Background: an optimization exercise with open tools, aiming at small area, a short achievable clock period and few clock cycles per item. Do not read the settings as production practice.
In this exercise RTL edits were held to simulation tests only and were not proved equivalent to the original.
Power is estimated from default activity; no workload was simulated.

==> design/flow/design.v <==
module key_expansion_engine (
    input  logic         clk,
    input  logic         rst,
    input  logic [127:0] key_in,
    input  logic         key_valid,
    output logic         key_ready,
    input  logic         abort,
    output logic [31:0]  rk_word,
    output logic [5:0]   rk_index,
    output logic [3:0]   rk_round,
    output logic         rk_valid,
    input  logic         rk_ready,
    output logic         rk_last,
    output logic         busy
);
    logic [31:0] s0, s1, s2, s3;
    logic [5:0]  idx;
    logic        busy_q;    
    logic        valid_q;   
    logic        ready_q;   
    logic        last_q;
    function automatic logic [7:0] rcon_of(input logic [3:0] r);
        if (r[3]) rcon_of = r[0] ? 8'h36 : 8'h1b;
        else      rcon_of = 8'h01 << r[2:0];
    endfunction
    logic [3:0]  ph;        
    logic [7:0]  sb_q, sb;
    always_comb begin
        ph = 4'b0000;
        ph[idx[1:0]] = 1'b1;
    end
    logic [31:0] f;
    always_ff @(posedge clk) begin
        if (!busy_q)
            sb_q <= key_in[23:16];
        else if (rk_ready)
            sb_q <= ({8{ph[0]}} & s3[15:8])
                  | ({8{ph[1]}} & s2[7:0])
                  | ({8{ph[2]}} & s1[31:24])
                  | ({8{ph[3]}} & (s0[23:16] ^ s3[23:16]));
    end
    kexp_sbox u_sbox (.a(sb_q), .y(sb));
    assign f = {{8{ph[0]}} & (sb ^ rcon_of(idx[5:2])),
                {8{ph[1]}} & sb,
                {8{ph[2]}} & sb,
                {8{ph[3]}} & sb};
    always_ff @(posedge clk) begin
        if (!busy_q) begin
            s0 <= key_in[127:96];
            s1 <= key_in[95:64];
            s2 <= key_in[63:32];
            s3 <= key_in[31:0];
        end else if (rk_ready) begin
            s0 <= s1 ^ {24'h0, f[7:0]};
            s1 <= s2 ^ {16'h0, f[15:0]};
            s2 <= s3 ^ {8'h0, f[23:0]};
            s3 <= s0 ^ ({32{!ph[0]}} & s3) ^ f;
        end
    end
    always_ff @(posedge clk) begin
        if (rst || abort) begin
            busy_q  <= 1'b0;
            valid_q <= 1'b0;
            ready_q <= 1'b1;
            idx     <= 6'd0;
            last_q  <= 1'b0;
        end else if (!busy_q) begin
            busy_q  <= key_valid;
            valid_q <= key_valid;
            ready_q <= !key_valid;
            idx     <= 6'd0;
            last_q  <= 1'b0;
        end else if (rk_ready) begin
            if (last_q) begin
                busy_q  <= 1'b0;
                valid_q <= 1'b0;
                ready_q <= 1'b1;
            end
            idx    <= idx + 6'd1;
            last_q <= (idx == 6'd42);
        end
    end
    assign key_ready = ready_q;
    assign busy      = valid_q;
    assign rk_valid  = valid_q;
    assign rk_word   = s0;
    assign rk_index  = idx;
    assign rk_round  = idx[5:2];
    assign rk_last   = last_q;
endmodule
module kexp_sbox (
    input  logic [7:0] a,
    output logic [7:0] y
);
    function automatic logic [7:0] sbox(input logic [7:0] a);
        logic U0, U1, U2, U3, U4, U5, U6, U7;
        logic T1, T2, T3, T4, T5, T6, T7, T8, T9, T10, T11, T12;
        logic T13, T14, T15, T16, T17, T18, T19, T20, T21, T22, T23, T24;
        logic T25, T26, T27;
        logic M1, M2, M3, M4, M5, M6, M7, M8, M9, M10, M11, M12;
        logic M13, M14, M15, M16, M17, M18, M19, M20, M21, M22, M23, M24;
        logic M25, M26, M27, M28, M29, M30, M31, M32, M33, M34, M35, M36;
        logic M37, M38, M39, M40, M41, M42, M43, M44, M45, M46, M47, M48;
        logic M49, M50, M51, M52, M53, M54, M55, M56, M57, M58, M59, M60;
        logic M61, M62, M63;
        logic L0, L1, L2, L3, L4, L5, L6, L7, L8, L9, L10, L11;
        logic L12, L13, L14, L15, L16, L17, L18, L19, L20, L21, L22, L23;
        logic L24, L25, L26, L27, L28, L29;
        logic S0, S1, S2, S3, S4, S5, S6, S7;
        {U0, U1, U2, U3, U4, U5, U6, U7} = a;
        T1 = U0 ^ U3;
        T2 = U0 ^ U5;
        T3 = U0 ^ U6;
        T4 = U3 ^ U5;
        T5 = U4 ^ U6;
        T6 = T1 ^ T5;
        T7 = U1 ^ U2;
        T8 = U7 ^ T6;
        T9 = U7 ^ T7;
        T10 = T6 ^ T7;
        T11 = U1 ^ U5;
        T12 = U2 ^ U5;
        T13 = T3 ^ T4;
        T14 = T6 ^ T11;
        T15 = T5 ^ T11;
        T16 = T5 ^ T12;
        T17 = T9 ^ T16;
        T18 = U3 ^ U7;
        T19 = T7 ^ T18;
        T20 = T1 ^ T19;
        T21 = U6 ^ U7;
        T22 = T7 ^ T21;
        T23 = T2 ^ T22;
        T24 = T2 ^ T10;
        T25 = T20 ^ T17;
        T26 = T3 ^ T16;
        T27 = T1 ^ T12;
        M1 = T13 & T6;
        M2 = T23 & T8;
        M3 = T14 ^ M1;
        M4 = T19 & U7;
        M5 = M4 ^ M1;
        M6 = T3 & T16;
        M7 = T22 & T9;
        M8 = T26 ^ M6;
        M9 = T20 & T17;
        M10 = M9 ^ M6;
        M11 = T1 & T15;
        M12 = T4 & T27;
        M13 = M12 ^ M11;
        M14 = T2 & T10;
        M15 = M14 ^ M11;
        M16 = M3 ^ M2;
        M17 = M5 ^ T24;
        M18 = M8 ^ M7;
        M19 = M10 ^ M15;
        M20 = M16 ^ M13;
        M21 = M17 ^ M15;
        M22 = M18 ^ M13;
        M23 = M19 ^ T25;
        M24 = M22 ^ M23;
        M25 = M22 & M20;
        M26 = M21 ^ M25;
        M27 = M20 ^ M21;
        M28 = M23 ^ M25;
        M29 = M28 & M27;
        M30 = M26 & M24;
        M31 = M20 & M23;
        M32 = M27 & M31;
        M33 = M27 ^ M25;
        M34 = M21 & M22;
        M35 = M24 & M34;
        M36 = M24 ^ M25;
        M37 = M21 ^ M29;
        M38 = M32 ^ M33;
        M39 = M23 ^ M30;
        M40 = M35 ^ M36;
        M41 = M38 ^ M40;
        M42 = M37 ^ M39;
        M43 = M37 ^ M38;
        M44 = M39 ^ M40;
        M45 = M42 ^ M41;
        M46 = M44 & T6;
        M47 = M40 & T8;
        M48 = M39 & U7;
        M49 = M43 & T16;
        M50 = M38 & T9;
        M51 = M37 & T17;
        M52 = M42 & T15;
        M53 = M45 & T27;
        M54 = M41 & T10;
        M55 = M44 & T13;
        M56 = M40 & T23;
        M57 = M39 & T19;
        M58 = M43 & T3;
        M59 = M38 & T22;
        M60 = M37 & T20;
        M61 = M42 & T1;
        M62 = M45 & T4;
        M63 = M41 & T2;
        L0 = M61 ^ M62;
        L1 = M50 ^ M56;
        L2 = M46 ^ M48;
        L3 = M47 ^ M55;
        L4 = M54 ^ M58;
        L5 = M49 ^ M61;
        L6 = M62 ^ L5;
        L7 = M46 ^ L3;
        L8 = M51 ^ M59;
        L9 = M52 ^ M53;
        L10 = M53 ^ L4;
        L11 = M60 ^ L2;
        L12 = M48 ^ M51;
        L13 = M50 ^ L0;
        L14 = M52 ^ M61;
        L15 = M55 ^ L1;
        L16 = M56 ^ L0;
        L17 = M57 ^ L1;
        L18 = M58 ^ L8;
        L19 = M63 ^ L4;
        L20 = L0 ^ L1;
        L21 = L1 ^ L7;
        L22 = L3 ^ L12;
        L23 = L18 ^ L2;
        L24 = L15 ^ L9;
        L25 = L6 ^ L10;
        L26 = L7 ^ L9;
        L27 = L8 ^ L10;
        L28 = L11 ^ L14;
        L29 = L11 ^ L17;
        S0 = L6 ^ L24;
        S1 = ~(L16 ^ L26);
        S2 = ~(L19 ^ L28);
        S3 = L6 ^ L21;
        S4 = L20 ^ L22;
        S5 = L25 ^ L29;
        S6 = ~(L13 ^ L27);
        S7 = ~(L6 ^ L23);
        sbox = {S0, S1, S2, S3, S4, S5, S6, S7};
    endfunction
    assign y = sbox(a);
endmodule
==> design/flow/flow/run.sh <==
#!/bin/bash
# Standard ORFS layout (the standard.sh: standard synthesis, floorplan,
# power grid, placement, CTS, routing) with these changes to how it is made:
#  - synthesis keeps the S-box module (kexp_sbox) apart until technology
#    mapping, and ABC maps it with the platform's script and the rest of the
#    design with flow/abc_top.script (area-oriented); synth_recipe.tcl then
#    flattens and renames as usual, so the registers are the standard ones;
#  - the port buffers are buf_1 cells (the resizer upsizes them where timing
#    needs it);
#  - the resizer's timing repair aims for extra setup slack so that it sizes
#    the critical paths.
# The SDC (clock period, I/O delays, loads) is the design's, unchanged.
set -euo pipefail
work=$(pwd)
rm -rf "$work/scripts"
cp -r "$FLOW_HOME/scripts" "$work/scripts"
chmod -R u+w "$work/scripts"
python3 flow/patch_synth.py "$work/scripts/synth.tcl" > patch_synth.log 2>&1
cp flow/abc_top.script "$work/scripts/abc_top.script"
bash standard.sh \
  SCRIPTS_DIR="$work/scripts" \
  SYNTH_KEEP_MODULES=kexp_sbox \
  ABC_TOP_SCRIPT="$work/scripts/abc_top.script" \
  SETUP_SLACK_MARGIN=13.5 \
  "BUFFER_PORTS_ARGS=-buffer_cell sky130_fd_sc_hd__buf_1" \
  finish > make_finish.log 2>&1
==> design/flow/flow/abc_top.script <==
strash
dch
map -a
topo
stime -c
buffer -c
upsize -c
dnsize -c
==> design/flow/flow/patch_synth.py <==
#!/usr/bin/env python3
# Patches a copy of ORFS's scripts/synth.tcl so that, when the design has a
# module kexp_sbox (kept as its own module with SYNTH_KEEP_MODULES), ABC maps
# that module and the top module in two separate runs: the S-box with the
# platform's script (ABC_AREA's), the top module with ABC_TOP_SCRIPT.
# Everything else in the synthesis is unchanged; the design is flattened
# afterwards by synth_recipe.tcl as in the standard synthesis.
import sys
path = sys.argv[1]
s = open(path).read()
old_pre = 'source $::env(SCRIPTS_DIR)/synth_preamble.tcl\n'
new_pre = old_pre + '''proc get_modules_kexp { } {
  return [tee -q -s result.string select -list-mod kexp_sbox]
}
'''
old_abc = '  log_cmd abc {*}$abc_args\n} else {\n'
new_abc = '''  if { [llength [get_modules_kexp]] > 0 } {
    set top_args $abc_args
    if { [env_var_exists_and_non_empty ABC_TOP_SCRIPT] } {
      set top_args [lreplace $abc_args 1 1 $::env(ABC_TOP_SCRIPT)]
    }
    log_cmd abc {*}$abc_args kexp_sbox
    log_cmd abc {*}$top_args $::env(DESIGN_NAME)
  } else {
    log_cmd abc {*}$abc_args
  }
} else {
'''
assert s.count(old_pre) == 1 and s.count(old_abc) == 1, 'synth.tcl is not the expected version'
s = s.replace(old_pre, new_pre).replace(old_abc, new_abc)
open(path, 'w').write(s)
print('patched', path)
==> design/flow/standard.sh <==
#!/bin/bash
# synth_recipe.tcl (not shown) runs the flow's synth.tcl, then flattens the netlist and writes it again
# the make line also repeats each setting of config.mk as NAME=value (left out here)
make -C /OpenROAD-flow-scripts/flow DESIGN_CONFIG=/design/flow/config.mk WORK_HOME=/design/flow/orfs CLKGATE_MAP_FILE= SYNTH_SCRIPT=/design/flow/synth_recipe.tcl "${@:-finish}"
==> design/flow/config.mk <==
export PLATFORM = sky130hd
export DESIGN_NAME = key_expansion_engine
export DESIGN_NICKNAME = key_expansion_engine
export VERILOG_FILES = /design/flow/design.v
export SDC_FILE = /design/flow/constraint.sdc
export NUM_CORES = 4
export LEC_CHECK = 0
export ABC_AREA = 1
export CAP_MARGIN = 20
export CORE_MARGIN = 2
export CORE_UTILIZATION = 65
export CTS_BUF_LIST = sky130_fd_sc_hd__clkbuf_8
export SLEW_MARGIN = 20
export TNS_END_PERCENT = 0
==> design/flow/constraint.sdc <==
create_clock -name core_clock -period 18.0 [get_ports {clk}]
set_input_delay 3.6000 -clock core_clock [delete_from_list [all_inputs] [get_ports {clk}]]
set_output_delay 3.6000 -clock core_clock [all_outputs]
set_load 0.01 [all_outputs]
==> notes.md <==
==> final cells by class <==
class                   count  area [um^2]  area share
clock buffers              17          234      0.0214
clock inverters            15          173      0.0158
inverters                  75          304      0.0278
multi-input cells         897         4930       0.451
flip-flops and latches    146         4290       0.393
well taps                 184          230      0.0211
repair buffers            190          771      0.0705
==> metal layers <==
layer,up-vias,part of all wire,global-route usage
li1,4119,-,-
met1,3920,0.42,0.427
met2,381,0.46,0.486
met3,54,0.079,0.0533
met4,0,0.038,0.135
met5,-,0,0
==> cell usage after synthesis, types with 7 or more instances <==
| master | count | area (um^2) |
|---|---|---|
| inv_2 | 14 | 52.6 |
| buf_2 | 18 | 90.1 |
| buf_4 | 7 | 52.6 |
| nand3_1 | 47 | 235 |
| nand2_4 | 7 | 78.8 |
| xnor2_1 | 38 | 333 |
| nand2_1 | 466 | 1750 |
| xor2_1 | 86 | 753 |
| a21oi_1 | 25 | 125 |
| o21ai_0 | 90 | 450 |
| ha_1 | 8 | 100 |
| inv_1 | 59 | 221 |
| dfxtp_1 | 10 | 200 |
| nor2_1 | 40 | 150 |
| edfxtp_1 | 136 | 4080 |
| o21ai_1 | 7 | 35.0 |
| nand2_2 | 20 | 125 |
| clkbuf_1 | 14 | 52.6 |
==> how the worst min path moves through the flow <==
stage / depth (start not counted) / end / start
floorplan: 2 / ready_q$_SDFFE_PP1P_ / ready_q$_SDFFE_PP1P_
global placement: 2 / ready_q$_SDFFE_PP1P_ / ready_q$_SDFFE_PP1P_
detailed placement: 2 / ready_q$_SDFFE_PP1P_ / ready_q$_SDFFE_PP1P_
CTS: 2 / ready_q$_SDFFE_PP1P_ / ready_q$_SDFFE_PP1P_
global route: 2 / ready_q$_SDFFE_PP1P_ / ready_q$_SDFFE_PP1P_
finish: 2 / ready_q$_SDFFE_PP1P_ / ready_q$_SDFFE_PP1P_
==> stage by stage <==
stage / util / instances
2_1_floorplan: - / 1165
3_3_place_gp: 0.708 / 1481
3_5_place_dp: 0.708 / 1481
4_1_cts: 0.741 / 1516
5_1_grt: 0.761 / 1524
6_report: 0.761 / 1524
==> per-module statistics from Yosys, one instance, submodules excluded <==
module	flops+latches	times used	area [um^2]	cells
kexp_sbox	0	1	1820	370
key_expansion_engine	146	1	7650	795
==> repair_timing <==
action                                 CTS  global route
endpoints found under the hold margin    0             0
pin swaps                                0             6
buffers inserted                         2             8
setup endpoints to repair              232           194
gates cloned                             1             0
resized for setup                        7            41
==> cells by family (layout without fill, tap and decap cells) <==
kind of cell             Yosys count  in the layout  synth area share
buffers and inverters            123            297            0.0561
XOR/XNOR                         127            127             0.120
adder cells (fa/ha/maj)            8              8            0.0106
AND/OR/NAND/NOR                  610            611             0.272
AO/OA/AOI/OAI                    151            151            0.0896
flip-flops                       146            146             0.452
==> worst reg2reg max path, delay by kind of cell (launching register included) <==
kind | cells | cell delay [ps]
simple gates | 16 | 1830
xor+xnor | 5 | 1080
flops | 1 | 450
fa+ha+maj | 1 | 330
buf+inv | 3 | 310
compound gates | 2 | 240
==> flip-flops by register name (all words and copies together) (netlist names), 6 cells and up <==
signal and cells:
s0 32, idx 6, s1 32, s3 32
s2 32, sb_q 8
==> power by group through the flow <==
stage / registers, mW / clock network, mW / logic (mW)
2_1_floorplan: 0.440 / 0 / 0.711
3_3_place_gp: 0.445 / 0 / 0.969
3_5_place_dp: 0.446 / 0 / 0.985
4_1_cts: 0.439 / 0.268 / 1.06
5_1_grt: 0.443 / 0.282 / 1.34
6_report: 0.440 / 0.268 / 1.24
==> notes.md <==
- Status: complete, no violations
- Pre-Repair DR Iteration Count: 5
- #FFs+latches synth: 146
- Crit path time final: around 4700 ps
- CP Buf/Inv Count: 1
- Worst R2R End: s2[16]$_DFFE_PP_
- Pleak: 4.69 nW
- Vias in the first global route: 7654
- Net switching power figure: 0.968 mW
- Largest net degree at the start of global routing: 114
- Tot Pwr: about 2 mW
- Crit-path cells: buf_1
- Via density: 5.56
- Layout cell share with drive strength beyond 1: 0.113
- H-tree Lvls: 4
- Unrepaired setup endpoints after global routing: yes
- Initial Util: 0.659
- Logic pwr share: 0.637
- GR Util All Layers: 0.310
- Crit path from: s0[16]$_DFFE_PP_
- Fin crit share: 0.262
- Sequential power share: 0.226
- Finished Cell Area: 10900 um^2
- Core area: 14400 um^2
- HP Class: reg -> reg
- Critical Path RT: 14400 ps
- Nature of the critical path endpoint: primary output
- CP Class: reg -> out
- Count of final hold-check violations: 0
- Clock-pin slew on the worst setup and hold paths: about 90 ps
- Final Setup Violations: 0
- Inserted Clock Buffers: 17
- CP max stage delay: 490 ps
- Fmax: approximately 210 MHz
- Startpoint types: flop
- Ys flop type: edfxtp_1
- Syn_nets: 1306
- Cell Int Power: just under 1 mW
- Setup TNS: 0 ps
- Number of flops mapped to enable cells by yosys: 136
- Fill cells: ~1100
- CTS sink count: 146
- CTS Buffer Depth: 2
- Routed Antenna Nets: 0
- Clock latency on the worst-skew pair: 460 ps
- RR Startpoint: sb_q[5]$_DFFE_PP_
- Asr flop ratio synth: 0
- CP top delay family: flip-flops
- Drt total wl: approximately 25000 um
- Hold_ws: approximately 470 ps
- Most frequent cells in the layout: 452 x nand2_1, 178 x buf_1, 136 x edfxtp_1
- First-pass GRT wire length: approximately 38000 um
- Area after DPL: 10200 um^2
- Die area: 15600 um^2
- CP endpoint: rk_word[16]
- Root Buffer: clkbuf_8
- Setup ws final: 13290 ps
- Ant diodes: 0
- Mean post-synth cell area: 8.13 um^2
- Row count: 44
- GPL Wtd Cong: roughly 0.91
- Slew @ Worst Pin: 970 ps
- Hold_buf cts: 0
- Crit Path Max Fanout: 3
- Yosys warnings: 2
- Initial antenna violation count: 0
- Clock power frac: 0.137
- WL per Instance: 16.1 um
- Max Cap Viol: 0
- Max-Slew Margin vs Limit: 0.354
- Fin nets: between 1000 and 1500
- Sw Share: 0.497
- Vias: roughly 8500
- Cell Area, Synth: 9470 um^2
- Dpl ws: between 10000 and 15000 ps
- Worst Skew: 15.9 ps
- Die Y: 125 um
- DRC errors left: 0
- Area Growth Syn to Fin: 15.4%
- Synth Instances: ~1200
- TritonCTS clock tree: built
- WP depth: 1
- Final Max Tran Viols: 0
- Pwr Density: 178 nW/um^2
- Maximum VDD drop: 0.000172 V
- Seq/Total Area, Yosys: 0.452
- Detailed Place HPWL: 16900 um
- Initial DRC count: 852
- Grt total ovfl: 0
- FF-to-FF setup slack: 13460 ps
- Worst Reg-to-Reg Cells: 27
- IO Pins: 179
- Unique cell type count in the Yosys netlist: 46
- Crit-path slowest cell: edfxtp_1
- Commonest non-fill, non-tap cell in the layout: nand2_1
- IO buf count: about 180
- Die width: 125 um
- Worst EP arrival: 1110 ps
Testbench counts, summed over its fixed seeds: cycles 5,760, keys 128.

## re-timing with driven ports
In the flow no input, the clock included, has a driving cell. The finished layout below was timed again as built, in two steps. Step 1 assumes that a clkbuf_16 drives the clock port and a buf_2 every other input. Step 2 adds t to the input delays and takes it off the output delays; t is the mean of the earliest and latest rising clock arrival at the registers after step 1. Input paths then give back, and output paths get back, about the clock's delay inside the block. a / b / c = ideal ports / drivers / drivers and shift; a / b = the first two.
t, ns: 0.491
setup slack, ns: 13.289 / 13.249 / 13.064
worst setup path after step 2: input to register
After both steps setup and hold are still met in this run. For this run, drivers alone change the setup slack by -0.040 ns; drivers and shift together by -0.225 ns.
